Source: an optimization exercise on an open RTL-to-GDS flow (aim: small area). Production flows keep margins and buffers that such runs may drop. Function was checked by simulation only, so behaviour that the tests miss may differ from the original. No activity file was given, so power comes from the tool's default toggle rates.

==> inputs of v6 <==
==> flow/design.v <==
`timescale 1ns/10ps
module axi_delayer #(
   parameter int          H_WIDTH     = 64,
   parameter int          V_HEIGHT    = 16,
   parameter logic [31:0] BASE        = 32'h2000_0000,
   parameter int          RFIFO_DEPTH = 24,
   parameter int          WFIFO_DEPTH = 64
) (
   input  logic        clk_i,
   input  logic        rst_ni,
   input  logic        ren_i,
   input  logic        wen_i,
   input  logic        vs_i,
   input  logic        de_i,
   input  logic [23:0] data_i,
   output logic [23:0] data_o,
   output logic        m_axi_arvalid_o,
   input  logic        m_axi_arready_i,
   output logic [31:0] m_axi_araddr_o,
   input  logic        m_axi_rvalid_i,
   output logic        m_axi_rready_o,
   input  logic [63:0] m_axi_rdata_i,
   input  logic        m_axi_rlast_i,
   output logic        m_axi_awvalid_o,
   input  logic        m_axi_awready_i,
   output logic [31:0] m_axi_awaddr_o,
   output logic        m_axi_wvalid_o,
   input  logic        m_axi_wready_i,
   output logic [63:0] m_axi_wdata_o,
   output logic        m_axi_wlast_o,
   input  logic        m_axi_bvalid_i,
   output logic        m_axi_bready_o
);
   localparam int NBURST = H_WIDTH * V_HEIGHT * 3 / 128;   
   localparam int WSLOTS = 176;   
   localparam int WWORDS = 66;
   localparam int RSLOTS = 40;    
   localparam int RWORDS = 15;
   logic vs_q, bank_q, fs;
   assign fs = vs_i && !vs_q;
   always_ff @(posedge clk_i or negedge rst_ni) begin
      if (!rst_ni) begin
         vs_q   <= 1'b0;
         bank_q <= 1'b0;
      end else begin
         vs_q   <= vs_i;
         bank_q <= bank_q ^ fs;
      end
   end
   logic [3:0]  wfill_q;   
   logic [6:0]  wcnt_q;    
   logic [7:0]  wpix_q;    
   logic [6:0]  wrd_q;     
   logic        w_in, w_push, w_pop;
   logic [WSLOTS*24-1:0] wm_q;
   assign w_in   = de_i && (wfill_q <= 4'd8);
   assign w_push = (wfill_q >= 4'd8) && (wcnt_q != 7'd64);
   always_ff @(posedge clk_i or negedge rst_ni) begin
      if (!rst_ni) begin
         wfill_q <= '0;
         wcnt_q  <= '0;
         wpix_q  <= '0;
         wrd_q   <= '0;
      end else if (fs) begin
         wfill_q <= '0;
         wcnt_q  <= '0;
         wpix_q  <= '0;
         wrd_q   <= '0;
      end else begin
         wfill_q <= wfill_q - (w_push ? 4'd8 : 4'd0) + (w_in ? 4'd3 : 4'd0);
         wcnt_q  <= wcnt_q + 7'(w_push) - 7'(w_pop);
         if (w_in) wpix_q <= (wpix_q == 8'(WSLOTS - 1)) ? '0 : wpix_q + 1'b1;
         if (w_pop) wrd_q <= (wrd_q == 7'(WWORDS - 1)) ? '0 : wrd_q + 1'b1;
      end
   end
   logic [15:0] wpix_lo;
   logic [10:0] wpix_hi;
   always_comb begin
      for (int i = 0; i < 16; i++) wpix_lo[i] = w_in && (wpix_q[3:0] == 4'(i));
      for (int i = 0; i < 11; i++) wpix_hi[i] = wpix_q[7:4] == 4'(i);
   end
   always_ff @(posedge clk_i) begin
      for (int p = 0; p < WSLOTS; p++) begin
         if (wpix_hi[p / 16] && wpix_lo[p % 16]) wm_q[24*p +: 24] <= data_i;
      end
   end
   logic [7:0]  wrd_lo;
   logic [8:0]  wrd_hi;
   logic [WWORDS-1:0] wsel;
   always_comb begin
      for (int i = 0; i < 8; i++) wrd_lo[i] = wrd_q[2:0] == 3'(i);
      for (int i = 0; i < 9; i++) wrd_hi[i] = wrd_q[6:3] == 4'(i);
      for (int w = 0; w < WWORDS; w++) wsel[w] = wrd_hi[w / 8] && wrd_lo[w % 8];
   end
   logic [22*64-1:0] wgrp_n;
   for (genvar g = 0; g < 22; g++) begin : g_wg
      for (genvar b = 0; b < 64; b++) begin : g_b
         aoi3 u_aoi (
            .a0(wm_q[64*(3*g) + b]),     .s0(wsel[3*g]),
            .a1(wm_q[64*(3*g + 1) + b]), .s1(wsel[3*g + 1]),
            .a2(wm_q[64*(3*g + 2) + b]), .s2(wsel[3*g + 2]),
            .y_n(wgrp_n[64*g + b])
         );
      end
   end
   always_comb begin
      m_axi_wdata_o = '0;
      for (int g = 0; g < 22; g++) m_axi_wdata_o = m_axi_wdata_o | ~wgrp_n[64*g +: 64];
   end
   logic       awv_q, wv_q;
   logic [4:0] wk_q;     
   logic [3:0] wbeat_q;
   assign m_axi_awvalid_o = awv_q;
   assign m_axi_wvalid_o  = wv_q;
   assign m_axi_wlast_o   = wv_q && (wbeat_q == 4'd15);
   assign w_pop           = wv_q && m_axi_wready_i && (wcnt_q != '0);
   assign m_axi_awaddr_o  = BASE | {19'd0, (bank_q ? wk_q + 6'd24 : {1'b0, wk_q}), 7'd0};
   always_ff @(posedge clk_i or negedge rst_ni) begin
      if (!rst_ni) begin
         awv_q   <= 1'b0;
         wv_q    <= 1'b0;
         wk_q    <= 5'(NBURST);   
         wbeat_q <= '0;
      end else if (fs) begin
         awv_q   <= 1'b0;
         wv_q    <= 1'b0;
         wk_q    <= '0;
         wbeat_q <= '0;
      end else begin
         if (!awv_q && !wv_q) begin
            if (wen_i && (wcnt_q >= 7'd16) && !(wk_q[4] && wk_q[3])) awv_q <= 1'b1;
         end
         if (awv_q && m_axi_awready_i) begin
            awv_q <= 1'b0;
            wv_q  <= 1'b1;
         end
         if (wv_q && m_axi_wready_i) begin
            wbeat_q <= wbeat_q + 1'b1;
            if (wbeat_q == 4'd15) begin
               wv_q <= 1'b0;
               wk_q <= wk_q + 1'b1;
            end
         end
      end
   end
   logic       arv_q;
   logic [4:0] rk_q;     
   logic [4:0] pend_q;   
   logic       bval_q;
   logic [63:0] beat_q;
   logic [5:0] rfill_q;  
   logic [4:0] rcnt_q;   
   logic [3:0] rw_q;     
   logic [5:0] rh_q;     
   logic       ar_fire, r_fire, r_in, r_push, r_pop, r_rdy;
   logic [RWORDS*64-1:0] rm_q;
   assign ar_fire = arv_q && m_axi_arready_i;
   assign r_rdy   = rfill_q <= 6'd40;
   assign m_axi_rready_o  = r_rdy && (pend_q != '0);
   assign r_fire  = m_axi_rvalid_i && m_axi_rready_o;
   assign r_in    = bval_q && r_rdy;
   assign r_push  = (rfill_q >= 6'd3) && (rcnt_q != 5'd24);
   assign r_pop   = de_i && (rcnt_q != '0);
   assign m_axi_arvalid_o = arv_q;
   assign m_axi_araddr_o  = BASE | {19'd0, (bank_q ? {1'b0, rk_q} : rk_q + 6'd24), 7'd0};
   always_ff @(posedge clk_i or negedge rst_ni) begin
      if (!rst_ni) begin
         arv_q   <= 1'b0;
         rk_q    <= '0;
         pend_q  <= '0;
         bval_q  <= 1'b0;
         rfill_q <= '0;
         rcnt_q  <= '0;
         rw_q    <= '0;
         rh_q    <= '0;
      end else if (fs) begin
         arv_q   <= ren_i;
         rk_q    <= '0;
         pend_q  <= '0;
         bval_q  <= 1'b0;
         rfill_q <= '0;
         rcnt_q  <= '0;
         rw_q    <= '0;
         rh_q    <= '0;
      end else begin
         if (ar_fire) begin
            arv_q <= ren_i && (rk_q != 5'(NBURST - 1));
            rk_q  <= rk_q + 1'b1;
         end
         pend_q  <= pend_q + 5'(ar_fire) - 5'(r_fire && m_axi_rlast_i);
         if (r_fire) bval_q <= 1'b1;
         else if (r_rdy) bval_q <= 1'b0;
         rfill_q <= rfill_q - (r_push ? 6'd3 : 6'd0) + (r_in ? 6'd8 : 6'd0);
         rcnt_q  <= rcnt_q + 5'(r_push) - 5'(r_pop);
         if (r_in) rw_q <= (rw_q == 4'(RWORDS - 1)) ? '0 : rw_q + 1'b1;
         if (r_pop) rh_q <= (rh_q == 6'(RSLOTS - 1)) ? '0 : rh_q + 1'b1;
      end
   end
   always_ff @(posedge clk_i) begin
      if (r_fire) beat_q <= m_axi_rdata_i;
   end
   always_ff @(posedge clk_i) begin
      for (int w = 0; w < RWORDS; w++) begin
         if (r_in && rw_q == 4'(w)) rm_q[64*w +: 64] <= beat_q;
      end
   end
   logic [7:0] rh_lo;
   logic [4:0] rh_hi;
   logic [RSLOTS-1:0] rsel;
   always_comb begin
      for (int i = 0; i < 8; i++) rh_lo[i] = rh_q[2:0] == 3'(i);
      for (int i = 0; i < 5; i++) rh_hi[i] = rh_q[5:3] == 3'(i);
      for (int k = 0; k < RSLOTS; k++) rsel[k] = rh_hi[k / 8] && rh_lo[k % 8];
   end
   logic [14*24-1:0] rgrp_n;
   for (genvar g = 0; g < 13; g++) begin : g_rg
      for (genvar b = 0; b < 24; b++) begin : g_b
         aoi3 u_aoi (
            .a0(rm_q[24*(3*g) + b]),     .s0(rsel[3*g]),
            .a1(rm_q[24*(3*g + 1) + b]), .s1(rsel[3*g + 1]),
            .a2(rm_q[24*(3*g + 2) + b]), .s2(rsel[3*g + 2]),
            .y_n(rgrp_n[24*g + b])
         );
      end
   end
   assign rgrp_n[24*13 +: 24] = ~(rm_q[24*39 +: 24] & {24{rsel[39]}});
   always_comb begin
      data_o = '0;
      for (int g = 0; g < 14; g++) data_o = data_o | ~rgrp_n[24*g +: 24];
   end
   assign m_axi_bready_o = 1'b1;   
endmodule
module aoi3 (
   input  logic a0, s0, a1, s1, a2, s2,
   output logic y_n
);
   assign y_n = !((a0 && s0) || (a1 && s1) || (a2 && s2));
endmodule
==> flow/flow/run.sh <==
#!/bin/bash
# The standard ORFS layout (standard.sh), with two changes: ports are buffered
# with the smallest buffer instead of a delay buffer, and clock tree synthesis
# adds no dummy loads. Make's full output goes to flow_make.log.
set -euo pipefail
bash standard.sh \
   "BUFFER_PORTS_ARGS=-buffer_cell sky130_fd_sc_hd__buf_1" \
   "CTS_ARGS=-sink_clustering_enable -repair_clock_nets -sink_clustering_size 24 -sink_clustering_max_diameter 90 -buf_list sky130_fd_sc_hd__clkbuf_16 -dont_use_dummy_load" \
   finish > flow_make.log 2>&1
==> flow/standard.sh <==
#!/bin/bash
# synth_recipe.tcl (not shown) runs the flow's synth.tcl, then flattens the netlist and writes it again
# the make line also repeats each setting of config.mk as NAME=value (left out here)
make -C /OpenROAD-flow-scripts/flow DESIGN_CONFIG=/design/flow/config.mk WORK_HOME=/design/flow/orfs CLKGATE_MAP_FILE= SYNTH_SCRIPT=/design/flow/synth_recipe.tcl "${@:-finish}"
==> flow/config.mk <==
export PLATFORM = sky130hd
export DESIGN_NAME = axi_delayer
export DESIGN_NICKNAME = axi_delayer
export VERILOG_FILES = /design/flow/design.v
export SDC_FILE = /design/flow/constraint.sdc
export NUM_CORES = 4
export LEC_CHECK = 0
export CAP_MARGIN = 0
export CELL_PAD_IN_SITES_DETAIL_PLACEMENT = 1
export CELL_PAD_IN_SITES_GLOBAL_PLACEMENT = 1
export CORE_MARGIN = 2
export CORE_UTILIZATION = 35
export PLACE_DENSITY = 0.5
export SLEW_MARGIN = 0
export SYNTH_HIERARCHICAL = 1
export SYNTH_MINIMUM_KEEP_SIZE = 0
==> flow/constraint.sdc <==
create_clock -name core_clock -period 10.0 [get_ports {clk_i}]
set_input_delay 2.0000 -clock core_clock [delete_from_list [all_inputs] [get_ports {clk_i}]]
set_output_delay 2.0000 -clock core_clock [all_outputs]
set_load 0.01 [all_outputs]
==> v38: changes against v6 <==
==> flow/run.sh (new file) <==
#!/bin/bash
# synth_recipe.tcl (not shown) runs the flow's synth.tcl, then flattens the netlist and writes it again
# the make line also repeats each setting of config.mk as NAME=value (left out here)
make -C /OpenROAD-flow-scripts/flow DESIGN_CONFIG=/design/flow/config.mk WORK_HOME=/design/flow/orfs CLKGATE_MAP_FILE= SYNTH_SCRIPT=/design/flow/synth_recipe.tcl finish
removed: flow/flow/run.sh
removed: flow/standard.sh
==> v12: changes against v6 <==
Settings changed: CORE_UTILIZATION 35 to 40, PLACE_DENSITY 0.5 to 0.56.
==> qor summary <==
|  | v12 | v38 | v6 |
|---|---|---|---|
| Violation count after the first detailed-route iteration | 22200 | 20600 | 19900 |
| Fraction of area in multi-input gates | 0.132 | 0.124 | 0.132 |
| Worst hold-check slack | 0.568 ns | 0.551 ns | 0.545 ns |
| HPWL reported at the end of detailed placement | 370000 um | 386000 um | 385000 um |
| Core outline area | 463000 um2 | 528000 um2 | 528000 um2 |
| Status | failed layout checks | timing/DRC/antenna clean | timing/DRC/antenna clean |
| Layout check failures | max-slew violations | - | - |
| Worst vdd ir | 0.195 mV | 0.280 mV | 0.182 mV |
| Proportion of power drawn by combinational gates | 0.125 | 0.105 | 0.123 |
| Launching point of the worst reg2reg path | wcnt_q[2] | rfill_q[4] | pend_q[2] |
| Slew HR | -0.0248 | 0.0999 | 0.125 |
| Critical-path maximum fanout | 33 | 23 | 55 |
| Fraction of layout instances using a drive strength above 1 | 0.114 | 0.153 | 0.115 |
| Timing startpoint of the critical path | wrd_q[0] | wrd_q[0] | wrd_q[4] |

## separate check: timing with driven ports
In the flow no input, the clock included, has a driving cell. The finished layouts below were timed again as built, in two steps.
Step 1 sets driving cells, clkbuf_16 on the clock port and buf_2 on the other inputs (assumed; they add their load-dependent delay and slew).
Step 2 also shifts input and output timing later by t, the mid clock arrival at the registers, as if the neighbouring blocks saw the same clock.
Three values: ideal ports, drivers, drivers and shift; two values: the first two.
run | shift t [ns] | setup WS [ns] | slew at the worst register clock pin (ns) | worst slew at a driven data input, ns
v6 | 1.067 | 1.447 / 1.319 / 2.387 | 0.10 / 0.10 | 0.09
v38 | 1.191 | 1.202 / 1.077 / 2.268 | 0.08 / 0.08 | 0.11
v12 | 1.044 | 1.601 / 1.481 / 2.525 | 0.11 / 0.11 | 0.12
